Background: an optimization exercise with open tools, aiming at small area. Do not read the settings as production practice.
In this exercise RTL edits were held to simulation tests only and were not proved equivalent to the original.
Power is estimated from default activity; no workload was simulated.

## pic_alu_top
module pic_alu_top (
    input  logic                    clk,
    input  logic                    rst_n,
    input  pic_alu_pkg::instr_t     instr,
    input  logic                    instr_valid,
    output logic [8-1:0]  w,
    output pic_alu_pkg::status_t    status,
    output logic                    retired
);
For scale: about 3500 cells after synthesis, roughly 1100 flip-flops.
==> flow/config.mk <==
export PLATFORM = sky130hd
export DESIGN_NAME = pic_alu_top
export DESIGN_NICKNAME = pic_alu_top
export VERILOG_FILES = /design/flow/design.v
export SDC_FILE = /design/flow/constraint.sdc
export NUM_CORES = 4
export LEC_CHECK = 0
export CAP_MARGIN = 5
export CORE_MARGIN = 2
export CORE_UTILIZATION = 55
export CTS_BUF_LIST = sky130_fd_sc_hd__clkbuf_4
export CTS_CLUSTER_DIAMETER = 35
export CTS_CLUSTER_SIZE = 8
export SETUP_SLACK_MARGIN = 0.3
export SLEW_MARGIN = 5
export SYNTH_HIERARCHICAL = 1
==> flow/constraint.sdc <==
create_clock -name core_clock -period 5.0 [get_ports {clk}]
set_input_delay 1.0000 -clock core_clock [delete_from_list [all_inputs] [get_ports {clk}]]
set_output_delay 1.0000 -clock core_clock [all_outputs]
set_load 0.01 [all_outputs]
standard.sh (not shown) runs the stock make flow with config.mk's settings and CLKGATE_MAP_FILE= SYNTH_SCRIPT=/design/flow/synth_recipe.tcl, a recipe that flattens the netlist after the stock synthesis.
==> flow/flow/run.sh <==
#!/bin/bash
set -euo pipefail
W=$PWD

# ABC script: abc_speed.script without "buffer -c; topo; stime -c; upsize -c; dnsize -c"
grep -v -E '^(buffer|topo|stime|upsize|dnsize)' "$FLOW_HOME/scripts/abc_speed.script" > "$W/abc_nosize.script"

# ORFS synth.tcl calling ABC with that script, all other arguments kept
sed 's|log_cmd abc {\*}\$abc_args|log_cmd abc -script $::env(MY_ABC_SCRIPT) {*}[lrange $abc_args 2 end]|' \
    "$FLOW_HOME/scripts/synth.tcl" > "$W/synth_nosize.tcl"
grep -q 'MY_ABC_SCRIPT' "$W/synth_nosize.tcl"

# The standard flow's synthesis wrapper (nofsm, noshare, flatten, rename) around it
sed "s|source \$::env(SCRIPTS_DIR)/synth.tcl|source $W/synth_nosize.tcl|" synth_recipe.tcl > "$W/synth_recipe_nosize.tcl"
grep -q 'synth_nosize.tcl' "$W/synth_recipe_nosize.tcl"

# The standard.sh with that synthesis script
sed "s|SYNTH_SCRIPT=[^ ]*|SYNTH_SCRIPT=$W/synth_recipe_nosize.tcl|" standard.sh > "$W/standard_nosize.sh"
grep -q 'synth_recipe_nosize.tcl' "$W/standard_nosize.sh"

export MY_ABC_SCRIPT="$W/abc_nosize.script"
cfg() { sed -n "s/^export $1 *= *//p" config.mk; }
CTS="-sink_clustering_enable -repair_clock_nets -dont_use_dummy_load -buf_list {$(cfg CTS_BUF_LIST)}"
[[ -n "$(cfg CTS_CLUSTER_SIZE)" ]] && CTS="$CTS -sink_clustering_size $(cfg CTS_CLUSTER_SIZE)"
[[ -n "$(cfg CTS_CLUSTER_DIAMETER)" ]] && CTS="$CTS -sink_clustering_max_diameter $(cfg CTS_CLUSTER_DIAMETER)"
echo "CTS_ARGS: $CTS" > "$W/flow_make.log"
bash "$W/standard_nosize.sh" finish "ADDER_MAP_FILE=" "CTS_ARGS=$CTS" \
    "BUFFER_PORTS_ARGS=-buffer_cell sky130_fd_sc_hd__buf_1" >> "$W/flow_make.log" 2>&1
The starting point finished but failed the layout checks on negative setup slack.
==> next run, changes <==
Settings changed: CORE_UTILIZATION 55 to 60, CTS_CLUSTER_DIAMETER 35 to 40, CTS_CLUSTER_SIZE 8 to 10, SETUP_SLACK_MARGIN 0.3 to 0.45.
After rerunning: The new run passed the timing, DRC and antenna checks. Final area came out lower slightly. Clock power came out lower by a little under a tenth. Critical path depth came out lower by 1. Routed wire length came out lower slightly. Combinational power is about the same. Worst setup slack is better by 0.29 ns. Utilization came out higher by 5.2 points. Synthesized area does not change. Sequential share of layout area came out higher by 0.26 points.
==> next run, changes <==
Settings changed: CORE_UTILIZATION 60 to 55, CTS_CLUSTER_DIAMETER 40 to 35, CTS_CLUSTER_SIZE 10 to 8, SETUP_SLACK_MARGIN 0.45 to 0.6.
What happened: Sequential power hardly moves; sequential share of layout area came out lower by 0.45 points; cell area came out higher by about 0.9%; worst setup slack gets better by 0.082 ns; first-iteration DRC count came out lower by 7.9%.
==> next run, changes <==
Settings changed: CTS_CLUSTER_DIAMETER 35 to 40, CTS_CLUSTER_SIZE 8 to 10, SETUP_SLACK_MARGIN 0.6 to 0.45.
Effect:
- design area decreases by 0.73%
- worst setup slack gets worse by 0.052 ns
- synthesized area is unchanged
- clock power decreases by 7.7%
- critical path depth goes up by 2
- sequential power barely changes
- die area does not change
- first-iteration DRC count rises by 5.5%

## separate check: timing with driven ports
How much do the figures lean on ideal ports? The routed layouts below were timed once more, with nothing changed but the port constraints.
Step 1 (the two cells are an assumption about what drives the block):
set clk [get_ports {clk}]
set_driving_cell -lib_cell sky130_fd_sc_hd__clkbuf_16 $clk
set_driving_cell -lib_cell sky130_fd_sc_hd__buf_2 [delete_from_list [all_inputs] $clk]
Step 2 times the ports against the registers' clock, not the clock port: input delays grow and output delays shrink by t, the midpoint of the rising clock arrivals with the driver on.
a / b / c = ideal / step 1 / step 2; a / b = the first two.
run	shift t [ns]	setup slack, ns	worst setup path after step 2	pins driven straight from the clock port
the first run	1.076	-0.084 / -0.084 / -0.084	register to register	1
the second run	1.068	0.205 / 0.205 / 0.205	register to register	1
the third run	1.103	0.287 / 0.287 / 0.287	register to register	1
the fourth run	1.072	0.234 / 0.234 / 0.234	register to register	1
